Context: an optimization exercise on an open-source flow, tuned for small area and a short achievable clock period. The choices shown serve that exercise and are no tape-out recipe. Where RTL was checked, it was by simulation tests only, not by an equivalence proof against the original. No functional check of the RTL was part of run 3. Power and IR drop assume default switching activity.

## flow/design.v (module list and top-level ports; edited modules follow where they fit)
// module fft_mag_sq_cs: 615 lines
// module fft_peak_detect: 134 lines
// module fft_add32: 36 lines
module fft_peak_detect #(
  parameter int N_POINTS = 64,
  parameter int DATA_W   = 16,
  parameter int THRESH   = 1024,
  parameter int CONFIRM  = 2,
  parameter int LED_W    = 8,
  localparam int BIN_W   = fft_peak_detect_pkg::fft_bin_w(N_POINTS),
  localparam int MAG_W   = 2*DATA_W+1
) (
  input  logic                 CLOCK_50,
  input  logic                 KEY,
  input  logic                 s_valid,
  input  logic                 s_sop,
  input  logic                 s_eop,
  input  logic signed [DATA_W-1:0] s_re,
  input  logic signed [DATA_W-1:0] s_im,
  output logic                 peak_valid,
  output logic [BIN_W-1:0]     peak_bin,
  output logic [MAG_W-1:0]     peak_mag,
  output logic                 no_signal,
  output logic                 frame_err,
  output logic [LED_W-1:0]     LEDR
);
  // ...
==> flow/flow/run.sh <==
#!/bin/bash
# Standard ORFS layout with two changes:
#  1. after the standard synthesis, flow/polarity.py flips full adders
#     (FA(~a,~b,~c) = ~FA(a,b,c)) to remove most inverters between them;
#     registers and everything else are left as synthesis made them;
#  2. the ports are buffered with buf_1 instead of the default pick.
set -euo pipefail
R=orfs/results/sky130hd/fft_peak_detect/base
bash standard.sh synth > synth.log 2>&1
cp $R/1_2_yosys.v $R/1_2_yosys.std.v
python3 flow/polarity.py $R/1_2_yosys.std.v $R/1_2_yosys.v > polarity.log 2>&1
rm -f $R/1_synth.odb
bash standard.sh "BUFFER_PORTS_ARGS=-buffer_cell sky130_fd_sc_hd__buf_1" finish > flow.log 2>&1
==> flow/flow/polarity.py <==
#!/usr/bin/env python3
"""Remove inverters around full adders in a Yosys netlist (sky130hd).

A full adder is self-dual: FA(~a, ~b, ~c) = (~sum, ~cout), so each fa cell
may be flipped (all of its inputs and outputs complemented) without changing
what the circuit computes.  Simple gates may also be swapped for their
output-inverted twin (and2 <-> nand2, a21o <-> a21oi, ...).  This picks flips
and swaps that minimise cell area (inv_1 cells counted), then rewrites the
netlist with one inv_1 per signal that is still needed in both polarities.
Registers, ports and all other cells are kept as they are.

usage: polarity.py IN.v OUT.v
"""
import re, sys, random

OUT_PINS = {"X", "Y", "Q", "Q_N", "SUM", "COUT", "HI", "LO"}
P = "sky130_fd_sc_hd__"
INV = P + "inv_1"
A_INV = 3.7536
# cell -> (twin with complemented output, area delta)
PAIRS = [("and2_1", "nand2_1", 6.2560, 3.7536), ("and2_0", "nand2_1", 6.2560, 3.7536),
         ("or2_1", "nor2_1", 6.2560, 3.7536), ("or2_0", "nor2_1", 6.2560, 3.7536),
         ("xor2_1", "xnor2_1", 8.7584, 8.7584), ("and3_1", "nand3_1", 6.2560, 5.0048),
         ("or3_1", "nor3_1", 6.2560, 5.0048), ("and4_1", "nand4_1", 8.7584, 6.2560),
         ("or4_1", "nor4_1", 7.5072, 6.2560), ("a21o_1", "a21oi_1", 7.5072, 5.0048),
         ("o21a_1", "o21ai_1", 7.5072, 5.0048), ("a22o_1", "a22oi_1", 8.7584, 7.5072),
         ("a31o_1", "a31oi_1", 8.7584, 6.2560), ("o31a_1", "o31ai_1", 8.7584, 7.5072),
         ("a211o_1", "a211oi_1", 8.7584, 7.5072), ("o211a_1", "o211ai_1", 10.0096, 7.5072),
         ("mux2_1", "mux2i_1", 11.2608, 10.0096)]
TWIN = {}
for a, b, aa, ab in PAIRS:
    TWIN.setdefault(P + a, (P + b, ab - aa))
    TWIN.setdefault(P + b, (P + a, aa - ab))
TWIN[P + "o21ai_0"] = (P + "o21a_1", 7.5072 - 5.0048)


def main():
    src = open(sys.argv[1]).read()
    m = re.search(r"^module\s+(\w+)\s*\((.*?)\);", src, re.S | re.M)
    body_start = m.end()
    end = src.rindex("endmodule")
    ports = set()
    for d, rng, names in re.findall(r"^\s*(input|output)\s*(\[\d+:\d+\])?\s*([^;]+);", src, re.M):
        for n in names.split(","):
            n = n.strip()
            if rng:
                hi, lo = map(int, rng[1:-1].split(":"))
                for i in range(min(hi, lo), max(hi, lo) + 1):
                    ports.add(f"{n}[{i}]")
            ports.add(n)
    cell_re = re.compile(r"^\s*(sky130_fd_sc_hd__\w+)\s+(\S+)\s*\((.*?)\);\s*$", re.S | re.M)
    pin_re = re.compile(r"\.(\w+)\(\s*((?:\\\S+\s)|[^()\s]*)\s*\)")
    cells = []
    for cm in cell_re.finditer(src, body_start, end):
        typ, name, pins = cm.group(1), cm.group(2), cm.group(3)
        pl = [(p, n.strip()) for p, n in pin_re.findall(pins)]
        cells.append({"typ": typ, "name": name, "pins": pl, "span": cm.span()})
    drv = {}
    for ci, c in enumerate(cells):
        for p, n in c["pins"]:
            if p in OUT_PINS and n:
                drv[n] = (ci, p)

    def removable(c):
        return c["typ"] == INV and dict(c["pins"]).get("Y") not in ports

    isfa = lambda c: re.match(P + r"fa_\d+$", c["typ"]) is not None
    root_cache = {}

    def root(n):
        if n in root_cache:
            return root_cache[n]
        d = drv.get(n)
        if d is not None and removable(cells[d[0]]):
            r, q = root(dict(cells[d[0]]["pins"])["A"])
            res = (r, q ^ 1)
        else:
            res = (n, 0)
        root_cache[n] = res
        return res

    sinks = {}
    for ci, c in enumerate(cells):
        if removable(c):
            continue
        for p, n in c["pins"]:
            if p in OUT_PINS or not n or "'" in n:
                continue
            r, q = root(n)
            sinks.setdefault(r, []).append((ci, p, q))
    # variables: full adders (flip) and gates with a twin (swap)
    var = {}
    for ci, c in enumerate(cells):
        outs = [n for p, n in c["pins"] if p in OUT_PINS and n]
        if any(n in ports for n in outs):
            continue
        if isfa(c):
            var[ci] = "fa"
        elif c["typ"] in TWIN and not removable(c):
            var[ci] = "gate"
    flip = {ci: 0 for ci in var}

    def dpol(r):
        d = drv.get(r)
        if d is not None and d[0] in flip:
            return flip[d[0]]
        return 0

    def need(ci, q):
        return q ^ flip[ci] if var.get(ci) == "fa" else q

    def cost_root(r):
        pd = dpol(r)
        return int(any(need(ci, q) != pd for ci, p, q in sinks.get(r, [])))

    def area_of(ci):
        return TWIN[cells[ci]["typ"]][1] if var.get(ci) == "gate" and flip[ci] else 0.0

    touch = {}
    for ci, kind in var.items():
        rs = set()
        for p, n in cells[ci]["pins"]:
            if not n or "'" in n:
                continue
            if p in OUT_PINS:
                rs.add(n)
            elif kind == "fa":
                rs.add(root(n)[0])
        touch[ci] = rs
    allroots = set(sinks)

    def total():
        return A_INV * sum(cost_root(r) for r in allroots) + sum(area_of(ci) for ci in var)

    before_inv = sum(1 for c in cells if removable(c))
    start = total()
    best, best_flip = start, dict(flip)
    rng = random.Random(1)
    keys = list(var)
    for restart in range(40):
        improved = True
        while improved:
            improved = False
            rng.shuffle(keys)
            for ci in keys:
                rs = touch[ci]
                c0 = A_INV * sum(cost_root(r) for r in rs) + area_of(ci)
                flip[ci] ^= 1
                c1 = A_INV * sum(cost_root(r) for r in rs) + area_of(ci)
                if c1 < c0 - 1e-9:
                    improved = True
                elif c1 <= c0 + 1e-9 and restart > 0 and rng.random() < 0.1:
                    pass
                else:
                    flip[ci] ^= 1
        t = total()
        if t < best - 1e-9:
            best, best_flip = t, dict(flip)
        flip = dict(best_flip)
        for ci in rng.sample(keys, max(1, len(keys) // 10)):
            flip[ci] ^= 1
    flip = best_flip
    nfa = sum(1 for ci in var if var[ci] == "fa" and flip[ci])
    ngate = sum(1 for ci in var if var[ci] == "gate" and flip[ci])
    ninv = sum(cost_root(r) for r in allroots)
    sys.stderr.write(f"inv_1 removable: {before_inv}; kept polarity cost {start:.1f}, "
                     f"after {best:.1f}; {ninv} inverters, {nfa} adders flipped, {ngate} gates swapped\n")
    # rewrite
    newnet, extra, conn = {}, [], {}
    k = 0
    for r, lst in sinks.items():
        pd = dpol(r)
        for ci, p, q in lst:
            if need(ci, q) == pd:
                conn[(ci, p)] = r
            else:
                if r not in newnet:
                    nn = f"polinv_n{k}"
                    extra.append((f"polinv_c{k}", r, nn))
                    newnet[r] = nn
                    k += 1
                conn[(ci, p)] = newnet[r]
    esc = lambda n: n + (" " if n.startswith("\\") else "")
    out = [src[:body_start], "".join(f"\n  wire {nn};" for _, _, nn in extra)]
    pos = body_start
    for ci, c in enumerate(cells):
        s, e = c["span"]
        out.append(src[pos:s])
        pos = e
        if removable(c):
            continue
        typ = c["typ"]
        swap = var.get(ci) == "gate" and flip[ci]
        if swap:
            typ = TWIN[typ][0]
        pins = []
        for p, n in c["pins"]:
            if (ci, p) in conn:
                n = conn[(ci, p)]
            if swap and p in ("X", "Y"):
                p = "Y" if p == "X" else "X"
            pins.append(f"    .{p}({esc(n)})")
        out.append(f"\n  {typ} {c['name']} (\n" + ",\n".join(pins) + "\n  );")
    out.append(src[pos:end])
    for name, r, nn in extra:
        out.append(f"  {INV} {name} (\n    .A({esc(r)}),\n    .Y({nn})\n  );\n")
    out.append(src[end:])
    open(sys.argv[2], "w").write("".join(out))


main()
==> flow/standard.sh <==
#!/bin/bash
# synth_recipe.tcl (not shown) runs the flow's synth.tcl, then flattens the netlist and writes it again
# the make line also repeats each setting of config.mk as NAME=value (left out here)
make -C /OpenROAD-flow-scripts/flow DESIGN_CONFIG=/design/flow/config.mk WORK_HOME=/design/flow/orfs CLKGATE_MAP_FILE= SYNTH_SCRIPT=/design/flow/synth_recipe.tcl "${@:-finish}"
==> flow/config.mk <==
export PLATFORM = sky130hd
export DESIGN_NAME = fft_peak_detect
export DESIGN_NICKNAME = fft_peak_detect
export VERILOG_FILES = /design/flow/design.v
export SDC_FILE = /design/flow/constraint.sdc
export NUM_CORES = 4
export LEC_CHECK = 0
export CAP_MARGIN = 20
export CORE_MARGIN = 2
export CORE_UTILIZATION = 40
export CTS_BUF_LIST = sky130_fd_sc_hd__clkbuf_4 sky130_fd_sc_hd__clkbuf_8
export PLACE_DENSITY = 0.6
export SETUP_SLACK_MARGIN = 4.5
export SLEW_MARGIN = 20
==> flow/constraint.sdc <==
create_clock -name core_clock -period 8.0 [get_ports {CLOCK_50}]
set_input_delay 1.6000 -clock core_clock [delete_from_list [all_inputs] [get_ports {CLOCK_50}]]
set_output_delay 1.6000 -clock core_clock [all_outputs]
set_load 0.01 [all_outputs]
==> flow_summary_export.csv, run 1 <==
group,metric,value,unit
outcome,outcome,"finished clean",
grt,use_met1,25.6,%
critical_path,reg2reg_from,"re1[13]$_DFF_P_",
final_layout,drive_gt1_share,7.08,%
final_layout,top_regs,"max_mag: 32 flops, pmag: 32 flops, ms2: 31 flops",
sta,setup_viol,0,
critical_path,cp_slowest_cell,"fa_1",
floorplan,coreArea,33400,µm²
critical_path,worstRegToRegCells,7,
clock_network,cts_setup_buffers,3,
final_layout,multi_input_cells,855,
grt,use_met3,3.37,%
final_layout,multi_input_area,8810,µm²
floorplan,dieArea,35300,µm²
sta,min_period_over_period,42.5,%
clock_network,cts_resized,32,
job,cap_violations,0,
critical_path,critical_path_peak_fanout,12,
final_layout,layout_common_cells,"fa_1 (224), and2_1 (133), dfxtp_1 (117)",
pwr,clkPwrFrac,13.5,%
placed_design,port_buffers,84,
critical_path,cp_top_family,"adder cells",
grt,met2_usage,28.6,%
final_layout,layout.nets,1597,
min_path,worst_hold_path.endpoint,"ms2[30]$_DFF_P_",
clock_network,cts_root_buffer,"clkbuf_8",
placed_design,gp_congestion,0.813,
pwr,p_per_area,314,nW/µm²
sta,max_freq,0.294,GHz
==> run 2, diff against run 1 <==
--- a/flow/config.mk
+++ b/flow/config.mk
@@ -12,3 +12,4 @@
 export PLACE_DENSITY = 0.6
 export SETUP_SLACK_MARGIN = 4.5
 export SLEW_MARGIN = 20
+export TNS_END_PERCENT = 5
==> flow_summary_export.csv, run 2 <==
group,metric,value,unit
outcome,outcome,"finished clean",
sta,worst_pin_slew,1010,ps
critical_path,regToRegEndpoint,"mc2[19]$_DFF_P_",
pwr,p_per_area,314,nW/µm²
floorplan,start_util,40.4,%
critical_path,worst_setup_path_start_kind,"flop",
clock_network,htreeDepth,4,
clock_network,insertion_delay,490,ps
sta,final.setup_skew,27.0,ps
clock_network,cts_tree,"built",
grt,grt_first_pass_wirelength,49200,µm
critical_path,cp_num_buf_inv,0,
floorplan,die_y,188,µm
placed_design,port_buffers,84,
clock_network,cts_root_buffer,"clkbuf_8",
logic_synthesis,synth_area,13500,µm²
floorplan,coreArea,33400,µm²
min_path,hp-class,"reg -> reg",
sta,max_freq,0.286,GHz
detailed_routing,first_iter_violations,484,
floorplan,die_w,188,µm
final_layout,layout.nets,1586,
logic_synthesis,syn_avg_cell_area,11.4,µm²
grt,antenna_found_initial,1,
final_layout,fin_cells,1708,
detailed_routing,vias_per_cell,4.98,
logic_synthesis,syn_inst,1189,
final_layout,final_common_cell,"fa_1",
placed_design,post-place-ws,4150,ps
final_layout,top_regs,"max_mag: 32 flops, pmag: 32 flops, ms2: 31 flops",
sta,min_period_over_period,43.7,%
clock_network,path_clk_slew,110,ps
critical_path,critical_path_peak_fanout,15,
critical_path,crit_path_end_kind,"flop",
placed_design,dp.cells,1672,
detailed_routing,wl,29700,µm
sta,tns,0,ps
final_layout,antennaDiodeCount,0,
critical_path,cp_slowest_cell,"fa_1",
final_layout,drive_gt1_share,6.03,%
floorplan,pin_count,87,
detailed_routing,wl_per_cell,17.4,µm
clock_network,cts_made_buffers,17,
critical_path,crit_arrival,3850,ps
critical_path,r2r_slack,4500,ps
critical_path,startpoint,"re1[13]$_DFF_P_",
grt,grt_overflow,0,
critical_path,crit_top_cell,"fa_1",
detailed_routing,ant_nets,0,
final_layout,layout_common_cells,"fa_1 (225), and2_1 (133), dfxtp_1 (118)",
pwr,leakagePower,6.41,nW
pwr,worst_ir_drop_vdd,0.163,mV
critical_path,path_cells,"and2_1, fa_1, fa_1, fa_1, fa_1, fa_1, fa_1",
detailed_routing,drc,0,
sta,finalMaxSlewViolations,0,
critical_path,reg2reg_from,"re1[13]$_DFF_P_",
detailed_routing,drtPass1Iterations,5,
sta,rsz0062_at_grt,"true",
critical_path,crit_type,"reg -> reg",
critical_path,slowest_delay,520,ps
sta,max-slew-margin-rel,32.8,%
placed_design,gp_congestion,0.813,
grt,track_usage,18.1,%
critical_path,cp_top_family,"adder cells",
placed_design,hpwlAfterDp,22900,µm
clock_network,clock-sinks,189,
grt,grt_pass1_vias,9036,
sta,finalWorstSetupSlack,4500,ps
critical_path,worstRegToRegCells,7,
job,cap_violations,0,
clock_network,ctsLongestPathBuffers,2,
grt,grt_max_degree,49,
floorplan,num_rows,67,
sta,setup_viol,0,
sta,final_hold_viol_count,0,
sta,whs,418,ps
sta,period_needed,3500,ps
final_layout,fillers,3135,
final_layout,syn_to_final_growth,9.07,%
critical_path,crit_required,8360,ps
floorplan,dieArea,35300,µm²
logic_synthesis,synth_warnings,5,
critical_path,worstSetupEndpoint,"mc2[19]$_DFF_P_",
critical_path,path_depth,7,
detailed_routing,vias,8499,
==> run 2: worst min-delay path by stage <==
stage	startpoint	endpoint	slack, ps	cells past startpoint
after detailed placement	im1[15]$_SDFF_PN0_	mc2[30]$_DFF_P_	410	0
after floorplan	im1[15]$_SDFF_PN0_	mc2[30]$_DFF_P_	310	0
after global placement	im1[15]$_SDFF_PN0_	mc2[30]$_DFF_P_	420	0
after global routing	re1[15]$_SDFF_PN0_	ms2[30]$_DFF_P_	410	0
final	im1[15]$_SDFF_PN0_	mc2[30]$_DFF_P_	420	0
after CTS	re1[15]$_SDFF_PN0_	ms2[30]$_DFF_P_	400	0
==> run 2: layer usage <==
metal	track usage, %	up-vias	part of all wire [%]
met5	0	-	0
met4	5.06	0	1.4
met2	28.4	231	45
li1	-	3961	-
met3	3.31	26	5.4
met1	25.7	4281	48
==> run 2: layout make-up <==
type                       instances  area [µm²]  share of cell area (%)
multi-input combinational        855        8800                    59.7
sequential                       189        4250                    28.8
tap                              448         561                    3.80
timing repair buffer              88         384                    2.60
inverter                          96         360                    2.44
clock buffer                      18         241                    1.64
clock inverter                    14         153                    1.03
==> run 2: report_power, final <==
part           switching [mW]  internal (mW)
Combinational            1.31           1.17
Sequential              0.270           1.26
Clock                   0.368          0.262
Total                    1.95           2.69
==> run 2: worst reg2reg max path, cell delays in order, from the launching register on <==
cell and delay, ps:
dfxtp_2 430, and2_1 230, fa_1 440, fa_1 420, fa_1 520, fa_1 410, fa_1 510, fa_1 420
==> run 2: what timing repair did <==
action | in CTS | in global routing
gates cloned | 1 | 0
gates resized for setup | 22 | 17
endpoints found under the setup margin | 56 | 64
pin swaps | 1 | 1
hold buffers | 0 | 0
buffers inserted | 1 | 2
==> run 2: per-stage QoR <==
step                total power [mW]  instance area (µm²)  util, %
floorplan                       3.26                13500        -
global placement                3.94                14200     42.5
CTS                             4.70                14700     43.9
finish                          4.64                14800     44.1
detailed placement              4.06                14200     42.5
global route                    5.18                14800     44.1
==> module fft_peak_detect, before the edit <==
module fft_peak_detect #(
  parameter int N_POINTS = 64,
  parameter int DATA_W   = 16,
  parameter int THRESH   = 1024,
  parameter int CONFIRM  = 2,
  parameter int LED_W    = 8,
  localparam int BIN_W   = fft_peak_detect_pkg::fft_bin_w(N_POINTS),
  localparam int MAG_W   = 2*DATA_W+1
) (
  input  logic                 CLOCK_50,
  input  logic                 KEY,
  input  logic                 s_valid,
  input  logic                 s_sop,
  input  logic                 s_eop,
  input  logic signed [DATA_W-1:0] s_re,
  input  logic signed [DATA_W-1:0] s_im,
  output logic                 peak_valid,
  output logic [BIN_W-1:0]     peak_bin,
  output logic [MAG_W-1:0]     peak_mag,
  output logic                 no_signal,
  output logic                 frame_err,
  output logic [LED_W-1:0]     LEDR
);
  logic        k1_sop, k1_eop, k1_pl;
  logic [15:0] re1, im1;
  always_ff @(posedge CLOCK_50) begin
    if (KEY) begin
      k1_sop <= 1'b0;
      k1_eop <= 1'b0;
      k1_pl  <= 1'b0;
    end else begin
      k1_sop <= s_valid & s_sop;
      k1_eop <= s_valid & ~s_sop & s_eop;
      k1_pl  <= s_valid & ~s_sop & ~s_eop;
    end
  end
  always_ff @(posedge CLOCK_50) begin
    re1 <= s_re[15] ? 16'(-s_re) : s_re;
    im1 <= s_im[15] ? 16'(-s_im) : s_im;
  end
  logic        k2_sop, k2_eop, k2_pl;
  logic [31:0] ms_d, mc_d, ms2, mc2;
  fft_mag_sq_cs u_sq (.a(re1), .b(im1), .s(ms_d), .c(mc_d));
  always_ff @(posedge CLOCK_50) begin
    if (KEY) begin
      k2_sop <= 1'b0;
      k2_eop <= 1'b0;
      k2_pl  <= 1'b0;
    end else begin
      k2_sop <= k1_sop;
      k2_eop <= k1_eop;
      k2_pl  <= k1_pl;
    end
  end
  always_ff @(posedge CLOCK_50) begin
    ms2 <= ms_d;
    mc2 <= mc_d;
  end
  logic        inframe, first, armed;
  logic [5:0]  bin_cnt;
  logic [4:0]  max_bin, cand_bin;
  logic [31:0] max_mag, mag;
  logic        gt, compete, upd, last, good_eop, bad, no_sig_now, confirm;
  logic [31:0] dsum;
  logic [4:0]  pbin;
  logic [31:0] pmag;
  assign peak_bin = {1'b0, pbin};
  assign peak_mag = {1'b0, pmag};
  assign LEDR     = (pbin == 5'd0) ? '0 : LED_W'(1) << pbin[4:2];
  fft_add32 u_add (.a(ms2), .b(mc2), .s(mag));
  logic [31:0] cs_s, cs_c;
  assign cs_s = ms2 ^ mc2 ^ ~max_mag;
  assign cs_c = (ms2 & mc2) | (ms2 & ~max_mag) | (mc2 & ~max_mag);
  assign dsum = cs_s + {cs_c[30:0], 1'b0};
  assign gt   = ~dsum[31] & ~max_mag[31];
  assign last     = (bin_cnt == 6'd63);
  assign compete  = inframe & k2_pl & ~bin_cnt[5];
  assign upd      = compete & (first | gt);
  assign good_eop = inframe & k2_eop & last;
  assign bad      = inframe & (k2_sop | (k2_eop & ~last) | (k2_pl & last));
  assign no_sig_now = ~|max_mag[31:10];
  assign confirm  = armed & (max_bin == cand_bin);
  always_ff @(posedge CLOCK_50) begin
    if (upd) begin
      max_mag <= mag;
      max_bin <= bin_cnt[4:0];
    end
  end
  always_ff @(posedge CLOCK_50) begin
    if (k2_sop)
      bin_cnt <= 6'd1;
    else if (k2_pl)
      bin_cnt <= bin_cnt + 6'd1;
  end
  always_ff @(posedge CLOCK_50) begin
    if (k2_sop)
      first <= 1'b1;
    else if (k2_pl)
      first <= 1'b0;
  end
  always_ff @(posedge CLOCK_50) begin
    if (good_eop & ~no_sig_now)
      cand_bin <= max_bin;
  end
  always_ff @(posedge CLOCK_50) begin
    if (KEY) begin
      inframe    <= 1'b0;
      armed      <= 1'b0;
      peak_valid <= 1'b0;
      pbin       <= '0;
      pmag       <= '0;
      no_signal  <= 1'b0;
      frame_err  <= 1'b0;
    end else begin
      peak_valid <= 1'b0;
      if (k2_sop)
        inframe <= 1'b1;
      else if (inframe & ((k2_eop) | (k2_pl & last)))
        inframe <= 1'b0;
      if (bad)
        frame_err <= 1'b1;
      if (good_eop) begin
        no_signal <= no_sig_now;
        armed     <= ~no_sig_now;
        if (no_sig_now | confirm) begin
          pbin          <= no_sig_now ? 5'd0 : max_bin;
          pmag[31:10]   <= max_mag[31:10];
          pmag[9:0]     <= no_sig_now ? 10'd0 : max_mag[9:0];
          peak_valid    <= 1'b1;
        end
      end
    end
  end
endmodule
==> run 3, diff against run 2 <==
--- a/flow/design.v
+++ b/flow/design.v
@@ -641,37 +641,33 @@
   output logic                 frame_err,
   output logic [LED_W-1:0]     LEDR
 );
-  logic        k1_sop, k1_eop, k1_pl;
+  logic [1:0]  k1;
   logic [15:0] re1, im1;
   always_ff @(posedge CLOCK_50) begin
     if (KEY) begin
-      k1_sop <= 1'b0;
-      k1_eop <= 1'b0;
-      k1_pl  <= 1'b0;
+      k1 <= 2'b00;
     end else begin
-      k1_sop <= s_valid & s_sop;
-      k1_eop <= s_valid & ~s_sop & s_eop;
-      k1_pl  <= s_valid & ~s_sop & ~s_eop;
+      k1 <= {s_valid & (s_sop | s_eop), s_valid & ~s_sop};
     end
   end
   always_ff @(posedge CLOCK_50) begin
     re1 <= s_re[15] ? 16'(-s_re) : s_re;
     im1 <= s_im[15] ? 16'(-s_im) : s_im;
   end
+  logic [1:0]  k2;
   logic        k2_sop, k2_eop, k2_pl;
   logic [31:0] ms_d, mc_d, ms2, mc2;
   fft_mag_sq_cs u_sq (.a(re1), .b(im1), .s(ms_d), .c(mc_d));
   always_ff @(posedge CLOCK_50) begin
     if (KEY) begin
-      k2_sop <= 1'b0;
-      k2_eop <= 1'b0;
-      k2_pl  <= 1'b0;
+      k2 <= 2'b00;
     end else begin
-      k2_sop <= k1_sop;
-      k2_eop <= k1_eop;
-      k2_pl  <= k1_pl;
+      k2 <= k1;
     end
   end
+  assign k2_pl  = ~k2[1] &  k2[0];
+  assign k2_sop =  k2[1] & ~k2[0];
+  assign k2_eop =  k2[1] &  k2[0];
   always_ff @(posedge CLOCK_50) begin
     ms2 <= ms_d;
     mc2 <= mc_d;
--- a/flow/config.mk
+++ b/flow/config.mk
@@ -12,4 +12,3 @@
 export PLACE_DENSITY = 0.6
 export SETUP_SLACK_MARGIN = 4.5
 export SLEW_MARGIN = 20
-export TNS_END_PERCENT = 5
==> flow_summary_export.csv, run 3 <==
group,metric,value,unit
detailed_routing,first_iter_violations,498,
detailed_routing,vias,8517,
placed_design,placed_cell_area,14300,µm²
sta,max-slew-margin-rel,33.1,%
grt,grt_max_degree,46,
critical_path,crit_type,"reg -> reg",
pwr,p_int,2.69,mW
grt,track_usage,17.6,%
floorplan,die_y,188,µm
min_path,hp-class,"reg -> reg",
final_layout,final_common_cell,"fa_1",
logic_synthesis,syn_avg_cell_area,11.4,µm²
placed_design,port_buffers,84,
detailed_routing,wl,29800,µm
sta,finalMaxSlewViolations,0,
final_layout,drive_gt1_share,6.47,%
min_path,min_path_cells,0,
critical_path,r2r_slack,4580,ps
sta,rsz0062_at_grt,"false",
sta,final.setup_skew,19.6,ps
floorplan,die_w,188,µm
final_layout,layout.nets,1593,
critical_path,crit_arrival,3790,ps
sta,min_period_over_period,42.8,%
pwr,pwr-share-comb,54.0,%
critical_path,reg2reg_from,"re1[13]$_DFF_P_",
pwr,switchingPower,1.98,mW
sta,max_freq,0.292,GHz
outcome,outcome,"finished clean",
grt,grt_first_pass_wirelength,48500,µm
pwr,worst_ir_drop_vdd,0.129,mV
critical_path,crit_path_end_kind,"flop",
floorplan,num_rows,67,
pwr,swShare,42.4,%
detailed_routing,vias_per_cell,4.97,
critical_path,regToRegEndpoint,"mc2[18]$_DFF_P_",
placed_design,gp_congestion,0.883,
placed_design,hpwlAfterDp,22900,µm
detailed_routing,met2WireLength,13500,µm
clock_network,cts_hold_buf,0,
logic_synthesis,syn_inst,1191,
critical_path,worst_setup_path_start_kind,"flop",
critical_path,startpoint,"re1[13]$_DFF_P_",
pwr,p_per_area,316,nW/µm²
final_layout,fillers,3180,
floorplan,pin_count,87,
pwr,seqPwrFrac,32.3,%
job,cap_violations,0,
floorplan,start_util,40.6,%
sta,period_needed,3420,ps
floorplan,coreArea,33400,µm²
detailed_routing,wl_per_cell,17.3,µm
clock_network,ctsLongestPathBuffers,2,
critical_path,crit_required,8370,ps
clock_network,cts_root_buffer,"clkbuf_8",
final_layout,antennaDiodeCount,0,
sta,setup_viol,0,
final_layout,top_regs,"max_mag: 32 flops, pmag: 32 flops, ms2: 31 flops",
final_layout,final_cell_area,14800,µm²
detailed_routing,drtPass1Iterations,5,
detailed_routing,wl_met1,14600,µm
detailed_routing,ant_nets,0,
min_path,min-delay-start,"im1[15]$_SDFF_PN0_",
pwr,leakagePower,6.34,nW
clock_network,clock-sinks,187,
grt,grt_overflow,0,
sta,whs,442,ps
grt,antenna_found_initial,1,
grt,grt_pass1_vias,9000,
logic_synthesis,synth_warnings,5,
detailed_routing,met3WireLength,1410,µm
critical_path,cp_slowest_cell,"fa_1",
detailed_routing,top_layer_used,"met4",
clock_network,cts_made_buffers,17,
clock_network,cts_tree,"built",
min_path,worst_hold_path.endpoint,"mc2[30]$_DFF_P_",
detailed_routing,drc,0,
final_layout,syn_to_final_growth,9.09,%
sta,worst_pin_slew,999,ps
sta,tns,0,ps
critical_path,worstRegToRegCells,7,
clock_network,insertion_delay,490,ps
final_layout,utilization,44.3,%
logic_synthesis,synth_area,13600,µm²
critical_path,path_cells,"and2_1, fa_1, fa_1, fa_1, fa_1, fa_1, fa_1",
critical_path,crit_top_cell,"fa_1",
clock_network,path_clk_slew,110,ps
pwr,clkPwrFrac,13.8,%
critical_path,critical_path_peak_fanout,15,
clock_network,htreeDepth,4,
placed_design,post-place-ws,4270,ps
final_layout,layout_common_cells,"fa_1 (225), and2_1 (153), dfxtp_1 (113)",
floorplan,dieArea,35400,µm²
critical_path,slowest_delay,520,ps
sta,final_hold_viol_count,0,
sta,finalWorstSetupSlack,4580,ps
==> run 3: cell count changes in the layout (fill, tap and decap cells not counted), moves of 3 or more <==
cell     change
mux2i_1      +6
and2_1      +20
nor3_1       +6
buf_4        +5
xor2_1       -3
a21oi_1      +6
a21o_1      -11
o21ai_0      +3
dfxtp_4      +5
buf_12       -3
inv_1       -13
dfxtp_1      -5
nand2_1     -14
==> run 3: power by group through the flow <==
| stage | clock network (mW) | registers (mW) | logic, mW |
|---|---|---|---|
| 2_1_floorplan | 0 | 1.41 | 1.87 |
| 3_3_place_gp | 0 | 1.53 | 2.41 |
| 3_5_place_dp | 0 | 1.53 | 2.54 |
| 4_1_cts | 0.662 | 1.51 | 2.55 |
| 5_1_grt | 0.699 | 1.54 | 2.95 |
| 6_report | 0.644 | 1.51 | 2.52 |
==> run 3: critical path: cells and delay by family, from the launching register on <==
kind / cells / cell delay [ps]
flops: 1 / 410
fa+ha+maj: 6 / 2710
simple gates: 1 / 190
==> run 3: how the worst max path moves through the flow <==
stage	slack (ps)	cells past startpoint	end
6_report	4580	7	mc2[18]$_DFF_P_
5_1_grt	4500	7	mc2[19]$_DFF_P_
4_1_cts	4490	7	mc2[17]$_DFF_P_
3_5_place_dp	4270	7	mc2[17]$_DFF_P_
3_3_place_gp	4350	7	mc2[17]$_DFF_P_
2_1_floorplan	4540	8	mc2[17]$_DFF_P_
==> run 3: per-layer routing <==
metal / vias to the layer above / track usage [%]
li1: 4003 / -
met1: 4279 / 25.1
met2: 214 / 28.2
met3: 21 / 2.98
met4: 0 / 4.12
met5: - / 0
==> run 3: through the flow <==
step                      power (mW)  cells
after detailed placement        4.07   1677
final                           4.67   1715
after floorplan                 3.28   1192
after global routing            5.19   1715
after global placement          3.94   1677
after CTS                       4.72   1709
==> run 3: cell type report <==
| cell class | instances | area (µm²) | share of cell area [%] |
|---|---|---|---|
| clock buffers | 18 | 241 | 1.63 |
| well taps | 448 | 561 | 3.79 |
| clock inverters | 14 | 153 | 1.03 |
| multi-input cells | 873 | 8920 | 60.3 |
| inverters | 83 | 312 | 2.10 |
| flip-flops and latches | 187 | 4230 | 28.6 |
| repair buffers | 92 | 382 | 2.58 |
==> run 3: repair_timing <==
action | CTS | global route
cloned | 0 | 0
pin swaps | 0 | 1
resized for setup | 27 | 22
buffers inserted | 0 | 6
setup endpoints to repair | 48 | 49
==> run 4, diff against run 3 <==
--- a/flow/design.v
+++ b/flow/design.v
@@ -682,7 +682,6 @@
   logic [31:0] pmag;
   assign peak_bin = {1'b0, pbin};
   assign peak_mag = {1'b0, pmag};
-  assign LEDR     = (pbin == 5'd0) ? '0 : LED_W'(1) << pbin[4:2];
   fft_add32 u_add (.a(ms2), .b(mc2), .s(mag));
   logic [31:0] cs_s, cs_c;
   assign cs_s = ms2 ^ mc2 ^ ~max_mag;
@@ -727,6 +726,7 @@
       pmag       <= '0;
       no_signal  <= 1'b0;
       frame_err  <= 1'b0;
+      LEDR       <= '0;
     end else begin
       peak_valid <= 1'b0;
       if (k2_sop)
@@ -742,6 +742,7 @@
           pbin          <= no_sig_now ? 5'd0 : max_bin;
           pmag[31:10]   <= max_mag[31:10];
           pmag[9:0]     <= no_sig_now ? 10'd0 : max_mag[9:0];
+          LEDR          <= no_sig_now ? '0 : LED_W'(1) << max_bin[4:2];
           peak_valid    <= 1'b1;
         end
       end
--- a/flow/config.mk
+++ b/flow/config.mk
@@ -8,7 +8,7 @@
 export CAP_MARGIN = 20
 export CORE_MARGIN = 2
 export CORE_UTILIZATION = 40
-export CTS_BUF_LIST = sky130_fd_sc_hd__clkbuf_4 sky130_fd_sc_hd__clkbuf_8
+export CTS_BUF_LIST = sky130_fd_sc_hd__clkbuf_8
 export PLACE_DENSITY = 0.6
 export SETUP_SLACK_MARGIN = 4.5
 export SLEW_MARGIN = 20
==> flow_summary_export.csv, run 4 <==
group,metric,value,unit
outcome,outcome,"finished clean",
floorplan,start_util,40.8,%
detailed_routing,first_iter_violations,513,
critical_path,crit_type,"reg -> reg",
final_layout,layout.nets,1609,
placed_design,port_buffers,84,
pwr,switchingPower,1.98,mW
floorplan,die_w,189,µm
grt,grt_pass1_vias,9134,
clock_network,cts_made_buffers,17,
critical_path,r2r_slack,4590,ps
sta,setup_viol,0,
final_layout,drive_gt1_share,6.08,%
clock_network,cts_tree,"built",
critical_path,worst_setup_path_start_kind,"flop",
sta,finalWorstSetupSlack,4590,ps
clock_network,cts_hold_buf,0,
sta,finalMaxSlewViolations,0,
pwr,pwr-share-comb,53.3,%
clock_network,path_clk_slew,110,ps
critical_path,cp_num_buf_inv,1,
critical_path,crit_arrival,3800,ps
critical_path,cp_slowest_cell,"dfxtp_2",
critical_path,startpoint,"re1[4]$_DFF_P_",
logic_synthesis,syn_inst,1203,
pwr,leakagePower,6.51,nW
floorplan,die_y,189,µm
final_layout,fillers,3206,
critical_path,path_cells,"nand2_1, fa_1, inv_1, fa_1, fa_1, fa_1, fa_1, fa_1",
grt,track_usage,18.0,%
detailed_routing,drc,0,
critical_path,crit_required,8390,ps
logic_synthesis,synth_warnings,5,
critical_path,crit_path_end_kind,"flop",
pwr,clkPwrFrac,14.0,%
sta,max_freq,0.293,GHz
placed_design,post-place-ws,4250,ps
critical_path,cp_top_family,"adder cells",
logic_synthesis,syn_avg_cell_area,11.4,µm²
sta,final.setup_skew,22.1,ps
placed_design,hpwlAfterDp,23500,µm
pwr,worst_ir_drop_vdd,0.145,mV
pwr,finalPower,4.70,mW
clock_network,htreeDepth,4,
critical_path,regToRegEndpoint,"mc2[18]$_DFF_P_",
detailed_routing,wl_per_cell,17.5,µm
clock_network,insertion_delay,500,ps
sta,min_period_over_period,42.7,%
placed_design,gp_congestion,0.866,
pwr,p_per_area,313,nW/µm²
critical_path,slowest_delay,520,ps
floorplan,coreArea,33700,µm²
clock_network,clock-sinks,195,
sta,period_needed,3410,ps
final_layout,layout_common_cells,"fa_1 (224), and2_1 (142), dfxtp_1 (124)",
clock_network,cts_root_buffer,"clkbuf_8",
critical_path,path_depth,8,
critical_path,crit_top_cell,"fa_1",
detailed_routing,vias_per_cell,4.98,
grt,antenna_found_initial,0,
floorplan,dieArea,35900,µm²
final_layout,final_common_cell,"fa_1",
detailed_routing,drtPass1Iterations,4,
final_layout,syn_to_final_growth,8.91,%
sta,tns,0,ps
critical_path,reg2reg_from,"re1[4]$_DFF_P_",
min_path,hp-class,"reg -> reg",
sta,final_hold_viol_count,0,
final_layout,antennaDiodeCount,0,
critical_path,worstRegToRegCells,8,
sta,worst_pin_slew,1010,ps
job,cap_violations,0,
pwr,p_int,2.72,mW
floorplan,num_rows,67,
grt,grt_max_degree,54,
floorplan,pin_count,87,
sta,max-slew-margin-rel,32.9,%
detailed_routing,vias,8619,
final_layout,top_regs,"max_mag: 32 flops, pmag: 32 flops, ms2: 31 flops",
grt,grt_first_pass_wirelength,49800,µm
sta,rsz0062_at_grt,"true",
detailed_routing,wl,30400,µm
grt,grt_overflow,0,
critical_path,critical_path_peak_fanout,15,
pwr,seqPwrFrac,32.7,%
critical_path,worstSetupEndpoint,"mc2[18]$_DFF_P_",
clock_network,ctsLongestPathBuffers,2,
logic_synthesis,synth_area,13800,µm²
pwr,swShare,42.1,%
detailed_routing,ant_nets,0,
## run 4: repair_timing
item,in CTS,in global routing
endpoints found under the setup margin,18,43
buffers inserted,0,9
resized for setup,28,13
## run 4: worst min path at each step
stage / start / endpoint / cells after the start
after floorplan: im1[15]$_SDFF_PN0_ / mc2[30]$_DFF_P_ / 0
after global placement: im1[15]$_SDFF_PN0_ / mc2[30]$_DFF_P_ / 0
after detailed placement: im1[15]$_SDFF_PN0_ / mc2[30]$_DFF_P_ / 0
after CTS: im1[15]$_SDFF_PN0_ / mc2[30]$_DFF_P_ / 0
after global routing: im1[15]$_SDFF_PN0_ / mc2[30]$_DFF_P_ / 0
final: im1[15]$_SDFF_PN0_ / mc2[30]$_DFF_P_ / 0
## run 4: layer usage
metal | routed length [µm] | global-route usage, % | vias to the layer above | share of wire, %
li1 | - | - | 4051 | -
met2 | 13700 | 28.0 | 195 | 45
met4 | 335 | 4.68 | 0 | 1.1
met3 | 1240 | 2.85 | 21 | 4.1
met1 | 15100 | 26.2 | 4352 | 50
met5 | 0 | 0 | - | 0
## run 4: power by group through the flow
stage | combinational, mW | sequential, mW | clock, mW
final | 2.50 | 1.54 | 0.657
after global routing | 2.91 | 1.57 | 0.715
after CTS | 2.53 | 1.55 | 0.683
after detailed placement | 2.52 | 1.57 | 0
after global placement | 2.43 | 1.56 | 0
after floorplan | 1.85 | 1.45 | 0
## run 4: metrics by stage
| stage | util [%] | area (µm²) | hold slack [ps] | instances |
|---|---|---|---|---|
| after floorplan | - | 13800 | 310 | 1204 |
| after global placement | 42.9 | 14400 | 374 | 1690 |
| after detailed placement | 42.9 | 14400 | 380 | 1690 |
| after CTS | 44.2 | 14900 | 396 | 1722 |
| after global routing | 44.5 | 15000 | 397 | 1731 |
| final | 44.5 | 15000 | 392 | 1731 |
## run 4: cell type report
cell class / count / area, µm² / share of cell area (%)
Multi-Input combinational cell: 868 / 8880 / 59.3
Sequential cell: 195 / 4390 / 29.3
Tap cell: 448 / 561 / 3.74
Timing Repair Buffer: 96 / 410 / 2.74
Inverter: 92 / 345 / 2.30
Clock buffer: 18 / 248 / 1.65
Clock inverter: 14 / 156 / 1.04
==> run 5, diff against run 4 <==
--- a/flow/config.mk
+++ b/flow/config.mk
@@ -8,7 +8,6 @@
 export CAP_MARGIN = 20
 export CORE_MARGIN = 2
 export CORE_UTILIZATION = 40
-export CTS_BUF_LIST = sky130_fd_sc_hd__clkbuf_8
 export PLACE_DENSITY = 0.6
 export SETUP_SLACK_MARGIN = 4.5
 export SLEW_MARGIN = 20
==> flow_summary_export.csv, run 5 <==
group,metric,value,unit
outcome,outcome,"finished clean",
critical_path,path_cells,"nand2_1, fa_1, inv_1, fa_1, fa_1, fa_1, fa_1, fa_1",
detailed_routing,wl,30400,µm
floorplan,dieArea,35900,µm²
detailed_routing,drc,0,
grt,grt_first_pass_wirelength,49800,µm
sta,worst_pin_slew,997,ps
pwr,worst_ir_drop_vdd,0.166,mV
grt,grt_pass1_vias,9153,
logic_synthesis,syn_avg_cell_area,11.4,µm²
detailed_routing,ant_nets,0,
sta,setup_viol,0,
final_layout,layout.nets,1609,
grt,track_usage,18.0,%
detailed_routing,vias,8682,
final_layout,antennaDiodeCount,0,
sta,min_period_over_period,42.8,%
sta,max-slew-margin-rel,33.6,%
logic_synthesis,synth_area,13800,µm²
detailed_routing,met2WireLength,13600,µm
detailed_routing,first_iter_violations,546,
grt,grt_overflow,0,
placed_design,post-place-ws,4250,ps
sta,finalMaxSlewViolations,0,
final_layout,final_common_cell,"fa_1",
clock_network,htreeDepth,4,
detailed_routing,top_layer_used,"met4",
critical_path,regToRegEndpoint,"mc2[18]$_DFF_P_",
critical_path,slowest_delay,520,ps
clock_network,cts_tree,"built",
logic_synthesis,synth_warnings,5,
critical_path,worstRegToRegCells,8,
sta,tns,0,ps
final_layout,fin_cells,1731,
critical_path,worst_setup_path_start_kind,"flop",
sta,rsz0062_at_grt,"true",
critical_path,crit_top_cell,"fa_1",
critical_path,path_depth,8,
clock_network,cts_made_buffers,17,
clock_network,path_clk_slew,80,ps
final_layout,layout_common_cells,"fa_1 (224), and2_1 (142), dfxtp_1 (124)",
critical_path,startpoint,"re1[13]$_DFF_P_",
detailed_routing,met3WireLength,1520,µm
floorplan,die_y,189,µm
sta,final.setup_skew,15.7,ps
critical_path,crit_type,"reg -> reg",
placed_design,hpwlAfterDp,23500,µm
clock_network,ctsLongestPathBuffers,2,
final_layout,drive_gt1_share,6.08,%
critical_path,reg2reg_from,"re1[13]$_DFF_P_",
critical_path,cp_num_buf_inv,1,
min_path,hp-class,"reg -> reg",
final_layout,top_regs,"max_mag: 32 flops, pmag: 32 flops, ms2: 31 flops",
floorplan,die_w,189,µm
sta,final_hold_viol_count,0,
sta,max_freq,0.292,GHz
placed_design,dp.cells,1690,
job,cap_violations,0,
floorplan,num_rows,67,
pwr,p_per_area,323,nW/µm²
logic_synthesis,syn_inst,1203,
critical_path,cp_slowest_cell,"fa_1",
placed_design,port_buffers,84,
critical_path,crit_path_end_kind,"flop",
grt,grt_max_degree,54,
clock_network,insertion_delay,460,ps
grt,antenna_found_initial,0,
floorplan,coreArea,33700,µm²
detailed_routing,wl_per_cell,17.6,µm
placed_design,gp_congestion,0.866,
critical_path,critical_path_peak_fanout,15,
sta,finalWorstSetupSlack,4580,ps
sta,period_needed,3420,ps
clock_network,cts_root_buffer,"clkbuf_16",
clock_network,cts_hold_buf,0,
critical_path,worstSetupEndpoint,"mc2[18]$_DFF_P_",
critical_path,cp_top_family,"adder cells",
pwr,leakagePower,6.60,nW
critical_path,crit_required,8340,ps
floorplan,start_util,40.8,%
final_layout,syn_to_final_growth,10.3,%
detailed_routing,drtPass1Iterations,4,
pwr,finalPower,4.91,mW
final_layout,utilization,45.0,%
floorplan,pin_count,87,
critical_path,crit_arrival,3760,ps
detailed_routing,vias_per_cell,5.02,
critical_path,r2r_slack,4580,ps
detailed_routing,wl_met1,14800,µm
clock_network,clock-sinks,195,
==> run 5: power by group <==
part,total [mW],internal [mW],switching (mW)
registers,1.54,1.29,0.251
logic,2.50,1.18,1.31
clock network,0.871,0.428,0.443
total,4.91,2.90,2.01
==> run 5: final cells by class <==
type,instances,area [µm²]
Clock buffer,18,439
Clock inverter,14,156
Fill cell,3184,18500
Inverter,92,345
Multi-Input combinational cell,868,8880
Sequential cell,195,4390
Tap cell,448,561
Timing Repair Buffer,96,410
==> run 5: how the worst min path moves through the flow <==
stage | start | end | slack [ps] | depth (start not counted)
2_1_floorplan | im1[15]$_SDFF_PN0_ | mc2[30]$_DFF_P_ | 310 | 0
3_3_place_gp | im1[15]$_SDFF_PN0_ | mc2[30]$_DFF_P_ | 370 | 0
3_5_place_dp | im1[15]$_SDFF_PN0_ | mc2[30]$_DFF_P_ | 380 | 0
4_1_cts | im1[15]$_SDFF_PN0_ | mc2[30]$_DFF_P_ | 390 | 0
5_1_grt | im1[15]$_SDFF_PN0_ | mc2[30]$_DFF_P_ | 390 | 0
6_report | im1[15]$_SDFF_PN0_ | mc2[30]$_DFF_P_ | 390 | 0
==> run 5: per-layer routing <==
layer / track usage [%] / up-vias
met3: 3.21 / 32
met1: 26.1 / 4347
met5: 0 / -
met4: 4.71 / 0
li1: - / 4060
met2: 27.8 / 243
==> run 5: timing repair <==
item | CTS | global route
gates resized for setup | 28 | 13
endpoints found under the setup margin | 18 | 44
buffers inserted | 0 | 9
==> run 5: metrics by stage <==
step                hold slack (ps)  area (µm²)
floorplan                       310       13800
global placement                374       14400
detailed placement              380       14400
CTS                             391       15100
global route                    392       15200
finish                          393       15200
==> run 6, diff against run 5 <==
--- a/flow/config.mk
+++ b/flow/config.mk
@@ -8,6 +8,7 @@
 export CAP_MARGIN = 20
 export CORE_MARGIN = 2
 export CORE_UTILIZATION = 40
+export CTS_BUF_LIST = sky130_fd_sc_hd__clkbuf_8 sky130_fd_sc_hd__clkbuf_16
 export PLACE_DENSITY = 0.6
 export SETUP_SLACK_MARGIN = 4.5
 export SLEW_MARGIN = 20
==> flow_summary_export.csv, run 6 <==
group,metric,value,unit
outcome,outcome,"finished clean",
clock_network,insertion_delay,460,ps
sta,max-slew-margin-rel,33.6,%
sta,finalMaxSlewViolations,0,
critical_path,reg2reg_from,"re1[13]$_DFF_P_",
detailed_routing,vias,8682,
sta,rsz0062_at_grt,"true",
job,cap_violations,0,
critical_path,cp_top_family,"adder cells",
grt,grt_max_degree,54,
pwr,worst_ir_drop_vdd,0.166,mV
clock_network,ctsLongestPathBuffers,2,
final_layout,layout_common_cells,"fa_1 (224), and2_1 (142), dfxtp_1 (124)",
clock_network,cts_hold_buf,0,
sta,setup_viol,0,
detailed_routing,wl_per_cell,17.6,µm
logic_synthesis,synth_warnings,5,
critical_path,r2r_slack,4580,ps
sta,final.setup_skew,15.7,ps
clock_network,cts_root_buffer,"clkbuf_16",
min_path,worst_hold_path.endpoint,"mc2[30]$_DFF_P_",
min_path,min_path_cells,0,
detailed_routing,wl,30400,µm
sta,min_period_over_period,42.8,%
placed_design,placed_cell_area,14400,µm²
logic_synthesis,syn_avg_cell_area,11.4,µm²
placed_design,hpwlAfterDp,23500,µm
placed_design,port_buffers,84,
clock_network,htreeDepth,4,
floorplan,pin_count,87,
critical_path,crit_top_cell,"fa_1",
sta,max_freq,0.292,GHz
detailed_routing,first_iter_violations,546,
clock_network,cts_made_buffers,17,
min_path,min-delay-start,"im1[15]$_SDFF_PN0_",
logic_synthesis,synth_area,13800,µm²
critical_path,critical_path_peak_fanout,15,
final_layout,multi_input_area,8880,µm²
sta,worst_pin_slew,997,ps
grt,track_usage,18.0,%
clock_network,clock-sinks,195,
grt,grt_first_pass_wirelength,49800,µm
final_layout,final_cell_area,15200,µm²
floorplan,num_rows,67,
critical_path,slowest_delay,520,ps
clock_network,cts_tree,"built",
critical_path,crit_required,8340,ps
final_layout,drive_gt1_share,6.08,%
final_layout,top_regs,"max_mag: 32 flops, pmag: 32 flops, ms2: 31 flops",
floorplan,coreArea,33700,µm²
sta,period_needed,3420,ps
critical_path,regToRegEndpoint,"mc2[18]$_DFF_P_",
floorplan,die_w,189,µm
final_layout,antennaDiodeCount,0,
detailed_routing,vias_per_cell,5.02,
clock_network,path_clk_slew,80,ps
floorplan,start_util,40.8,%
detailed_routing,drtPass1Iterations,4,
critical_path,crit_arrival,3760,ps
sta,final_hold_viol_count,0,
final_layout,syn_to_final_growth,10.3,%
final_layout,fillers,3184,
critical_path,worst_setup_path_start_kind,"flop",
critical_path,crit_path_end_kind,"flop",
final_layout,seqCellArea,4390,µm²
critical_path,worstRegToRegCells,8,
grt,grt_overflow,0,
logic_synthesis,syn_inst,1203,
final_layout,layout.nets,1609,
pwr,p_per_area,323,nW/µm²
sta,tns,0,ps
grt,antenna_found_initial,0,
placed_design,gp_congestion,0.866,
min_path,hp-class,"reg -> reg",
critical_path,crit_type,"reg -> reg",
floorplan,dieArea,35900,µm²
critical_path,cp_slowest_cell,"fa_1",
detailed_routing,drc,0,
critical_path,cp_num_buf_inv,1,
critical_path,path_cells,"nand2_1, fa_1, inv_1, fa_1, fa_1, fa_1, fa_1, fa_1",
pwr,leakagePower,6.60,nW
grt,grt_pass1_vias,9153,
floorplan,die_y,189,µm
detailed_routing,ant_nets,0,
final_layout,final_common_cell,"fa_1",
==> run 6: cell counts in the layout (fill, tap and decap cells not counted) <==
Identical to the previous run, type by type.
==> run 6: power by group <==
group          leakage (nW)  switching (mW)  total (mW)  internal [mW]
Combinational          4.67            1.31        2.50           1.18
Clock                 0.288           0.443       0.871          0.428
Sequential             1.64           0.251        1.54           1.29
Total                  6.60            2.01        4.91           2.90
==> run 6: layer usage <==
layer	share of wire, %	global-route usage, %
met5	0	0
met4	1.5	4.71
met3	5.0	3.21
met2	45	27.8
met1	49	26.1
==> run 6: repair_timing <==
| item | CTS | global route |
|---|---|---|
| pin swaps | 0 | 0 |
| resized for setup | 28 | 13 |
| setup endpoints to repair | 18 | 44 |
| buffers inserted | 0 | 9 |
==> run 6: cell type report <==
type | count | area share [%]
clock buffer | 18 | 2.89
timing repair buffer | 96 | 2.70
clock inverter | 14 | 1.03
inverter | 92 | 2.27
multi-input combinational | 868 | 58.5
tap | 448 | 3.69
sequential | 195 | 28.9
==> run 6: how the worst max path moves through the flow <==
stage / from / endpoint / slack (ps) / cells past startpoint
2_1_floorplan: re1[14]$_DFF_P_ / mc2[17]$_DFF_P_ / 4500 / 8
3_3_place_gp: re1[13]$_DFF_P_ / mc2[18]$_DFF_P_ / 4270 / 8
3_5_place_dp: re1[13]$_DFF_P_ / mc2[18]$_DFF_P_ / 4250 / 8
4_1_cts: re1[13]$_DFF_P_ / mc2[18]$_DFF_P_ / 4480 / 8
5_1_grt: re1[13]$_DFF_P_ / mc2[18]$_DFF_P_ / 4450 / 8
6_report: re1[13]$_DFF_P_ / mc2[18]$_DFF_P_ / 4580 / 8
==> run 6: worst reg2reg max path: cells and delay by family (launching register included) <==
family        cells  cell delay [ps]
flops             1              480
simple gates      1              110
fa+ha+maj         6             2630
buf+inv           1               90
==> run 6: stage by stage <==
| stage | setup slack [ps] | power [mW] | hold slack [ps] | util [%] | instances |
|---|---|---|---|---|---|
| floorplan | 4500 | 3.30 | 310 | - | 1204 |
| global placement | 4270 | 3.99 | 374 | 42.9 | 1690 |
| finish | 4580 | 4.91 | 393 | 45.0 | 1731 |
| CTS | 4480 | 4.97 | 391 | 44.8 | 1722 |
| detailed placement | 4250 | 4.09 | 380 | 42.9 | 1690 |
| global route | 4450 | 5.41 | 392 | 45.0 | 1731 |
==> run 7, diff against run 6 <==
--- a/flow/config.mk
+++ b/flow/config.mk
@@ -8,7 +8,7 @@
 export CAP_MARGIN = 20
 export CORE_MARGIN = 2
 export CORE_UTILIZATION = 40
-export CTS_BUF_LIST = sky130_fd_sc_hd__clkbuf_8 sky130_fd_sc_hd__clkbuf_16
+export CTS_BUF_LIST = sky130_fd_sc_hd__clkbuf_4 sky130_fd_sc_hd__clkbuf_8
 export PLACE_DENSITY = 0.6
 export SETUP_SLACK_MARGIN = 4.5
 export SLEW_MARGIN = 20
==> flow_summary_export.csv, run 7 <==
group,metric,value,unit
sta,worst_pin_slew,1010,ps
detailed_routing,drc,0,
grt,grt_first_pass_wirelength,49800,µm
detailed_routing,first_iter_violations,513,
placed_design,port_buffers,84,
grt,grt_overflow,0,
grt,track_usage,18.0,%
critical_path,crit_path_end_kind,"flop",
sta,max-slew-margin-rel,32.9,%
final_layout,seqCellArea,4390,µm²
logic_synthesis,syn_inst,1203,
final_layout,utilization,44.5,%
final_layout,top_regs,"max_mag: 32 flops, pmag: 32 flops, ms2: 31 flops",
pwr,p_int,2.72,mW
critical_path,crit_required,8390,ps
clock_network,cts_root_buffer,"clkbuf_8",
placed_design,post-place-ws,4250,ps
critical_path,crit_arrival,3800,ps
sta,setup_viol,0,
logic_synthesis,synth_warnings,5,
pwr,swShare,42.1,%
pwr,seqPwrFrac,32.7,%
critical_path,slowest_delay,520,ps
clock_network,insertion_delay,500,ps
detailed_routing,ant_nets,0,
floorplan,dieArea,35900,µm²
critical_path,path_cells,"nand2_1, fa_1, inv_1, fa_1, fa_1, fa_1, fa_1, fa_1",
floorplan,pin_count,87,
sta,tns,0,ps
floorplan,start_util,40.8,%
detailed_routing,vias,8619,
clock_network,ctsLongestPathBuffers,2,
floorplan,die_w,189,µm
pwr,switchingPower,1.98,mW
final_layout,layout.nets,1609,
logic_synthesis,synth_area,13800,µm²
logic_synthesis,syn_avg_cell_area,11.4,µm²
pwr,clkPwrFrac,14.0,%
final_layout,final_common_cell,"fa_1",
sta,min_period_over_period,42.7,%
clock_network,cts_made_buffers,17,
floorplan,num_rows,67,
clock_network,path_clk_slew,110,ps
grt,grt_max_degree,54,
final_layout,layout_common_cells,"fa_1 (224), and2_1 (142), dfxtp_1 (124)",
sta,finalMaxSlewViolations,0,
critical_path,crit_top_cell,"fa_1",
floorplan,coreArea,33700,µm²
clock_network,clock-sinks,195,
critical_path,cp_num_buf_inv,1,
critical_path,crit_type,"reg -> reg",
pwr,worst_ir_drop_vdd,0.145,mV
pwr,p_per_area,313,nW/µm²
critical_path,cp_slowest_cell,"dfxtp_2",
placed_design,gp_congestion,0.866,
detailed_routing,drtPass1Iterations,4,
pwr,leakagePower,6.51,nW
pwr,pwr-share-comb,53.3,%
detailed_routing,vias_per_cell,4.98,
floorplan,die_y,189,µm
detailed_routing,wl_per_cell,17.5,µm
min_path,hp-class,"reg -> reg",
clock_network,htreeDepth,4,
detailed_routing,wl,30400,µm
clock_network,cts_tree,"built",
final_layout,multi_input_area,8880,µm²
critical_path,cp_top_family,"adder cells",
grt,grt_pass1_vias,9134,
critical_path,worst_setup_path_start_kind,"flop",
placed_design,hpwlAfterDp,23500,µm
final_layout,drive_gt1_share,6.08,%
sta,rsz0062_at_grt,"true",
final_layout,fillers,3206,
sta,final_hold_viol_count,0,
final_layout,antennaDiodeCount,0,
sta,final.setup_skew,22.1,ps
sta,finalWorstSetupSlack,4590,ps
sta,period_needed,3410,ps
sta,max_freq,0.293,GHz
final_layout,syn_to_final_growth,8.91,%
grt,antenna_found_initial,0,
job,cap_violations,0,
outcome,outcome,"finished clean",
critical_path,critical_path_peak_fanout,15,
[run 7: worst register-to-register path, stage by stage (launching register included)]
cell and delay, ps:
dfxtp_2 520, nand2_1 120, fa_1 370, inv_1 90, fa_1 430, fa_1 470, fa_1 400, fa_1 520
fa_1 400
[run 7: metal layers]
layer / GRT usage [%] / routed length, µm / vias to the layer above / part of all wire [%]
met5: 0 / 0 / - / 0
met4: 4.68 / 335 / 0 / 1.1
met3: 2.85 / 1240 / 21 / 4.1
met2: 28.0 / 13700 / 195 / 45
met1: 26.2 / 15100 / 4352 / 50
li1: - / - / 4051 / -
[run 7: final cells by class]
class                           count  share of cell area, %
Timing Repair Buffer               96                   2.74
Tap cell                          448                   3.74
Multi-Input combinational cell    868                   59.3
Clock buffer                       18                   1.65
Inverter                           92                   2.30
Clock inverter                     14                   1.04
Sequential cell                   195                   29.3
[run 7: final timing paths]
path	startpoint	to	slack, ps	cells past startpoint
setup / recovery	re1[4]$_DFF_P_	mc2[18]$_DFF_P_	4590	8
hold / removal	im1[15]$_SDFF_PN0_	mc2[30]$_DFF_P_	390	0
hold reg to reg	im1[15]$_SDFF_PN0_	mc2[30]$_DFF_P_	390	0
setup reg to reg	re1[4]$_DFF_P_	mc2[18]$_DFF_P_	4590	8
[run 7: per-stage QoR]
| stage | hold slack (ps) | cell area [µm²] | power, mW | std cells |
|---|---|---|---|---|
| final | 392 | 15000 | 4.70 | 1731 |
| after floorplan | 310 | 13800 | 3.30 | 1204 |
| after CTS | 396 | 14900 | 4.76 | 1722 |
| after global routing | 397 | 15000 | 5.20 | 1731 |
| after detailed placement | 380 | 14400 | 4.09 | 1690 |
| after global placement | 374 | 14400 | 3.99 | 1690 |
[run 7: power groups by stage]
| stage | clock network [mW] | logic (mW) | registers (mW) |
|---|---|---|---|
| 4_1_cts | 0.683 | 2.53 | 1.55 |
| 6_report | 0.657 | 2.50 | 1.54 |
| 3_3_place_gp | 0 | 2.43 | 1.56 |
| 3_5_place_dp | 0 | 2.52 | 1.57 |
| 2_1_floorplan | 0 | 1.85 | 1.45 |
| 5_1_grt | 0.715 | 2.91 | 1.57 |
[run 7: timing repair]
item,4_1_cts,5_1_grt
endpoints found under the setup margin,18,43
setup buffers,0,9
hold endpoints to repair,0,0
resized for setup,28,13
gates cloned,0,0
hold buffers,0,0

## afterwards: timing with drivers on the ports
The flow's constraints put no driver on any port. The routed layouts listed below were extracted and timed again, unchanged, in two steps.
Step 1 assumes that a clkbuf_16 drives the clock port and a buf_2 every other input.
Step 2 moves the port delays by t, midway between the first and last clock arrival at a register: inputs arrive t later, outputs are due t later. That takes back most of the time a late clock gives input paths.
Slacks: ideal ports / drivers / drivers and shift; pairs: ideal ports / drivers.
run	shift t [ns]	slack for setup (ns)	worst register clock-pin slew, ns
run 1	0.526	4.596 / 4.596 / 4.565	0.12 / 0.12
run 2	0.528	4.501 / 4.501 / 4.501	0.12 / 0.12
run 3	0.522	4.575 / 4.575 / 4.457	0.11 / 0.11
run 4	0.540	4.585 / 4.585 / 4.585	0.12 / 0.12
run 5	0.498	4.575 / 4.575 / 4.575	0.09 / 0.09
run 6	0.498	4.575 / 4.575 / 4.575	0.09 / 0.09
run 7	0.540	4.585 / 4.585 / 4.585	0.12 / 0.12
After both steps every run listed still meets setup and hold. The setup slack of run 3, which loses most, moves by 0.000 ns with the drivers and by -0.118 ns with both steps.
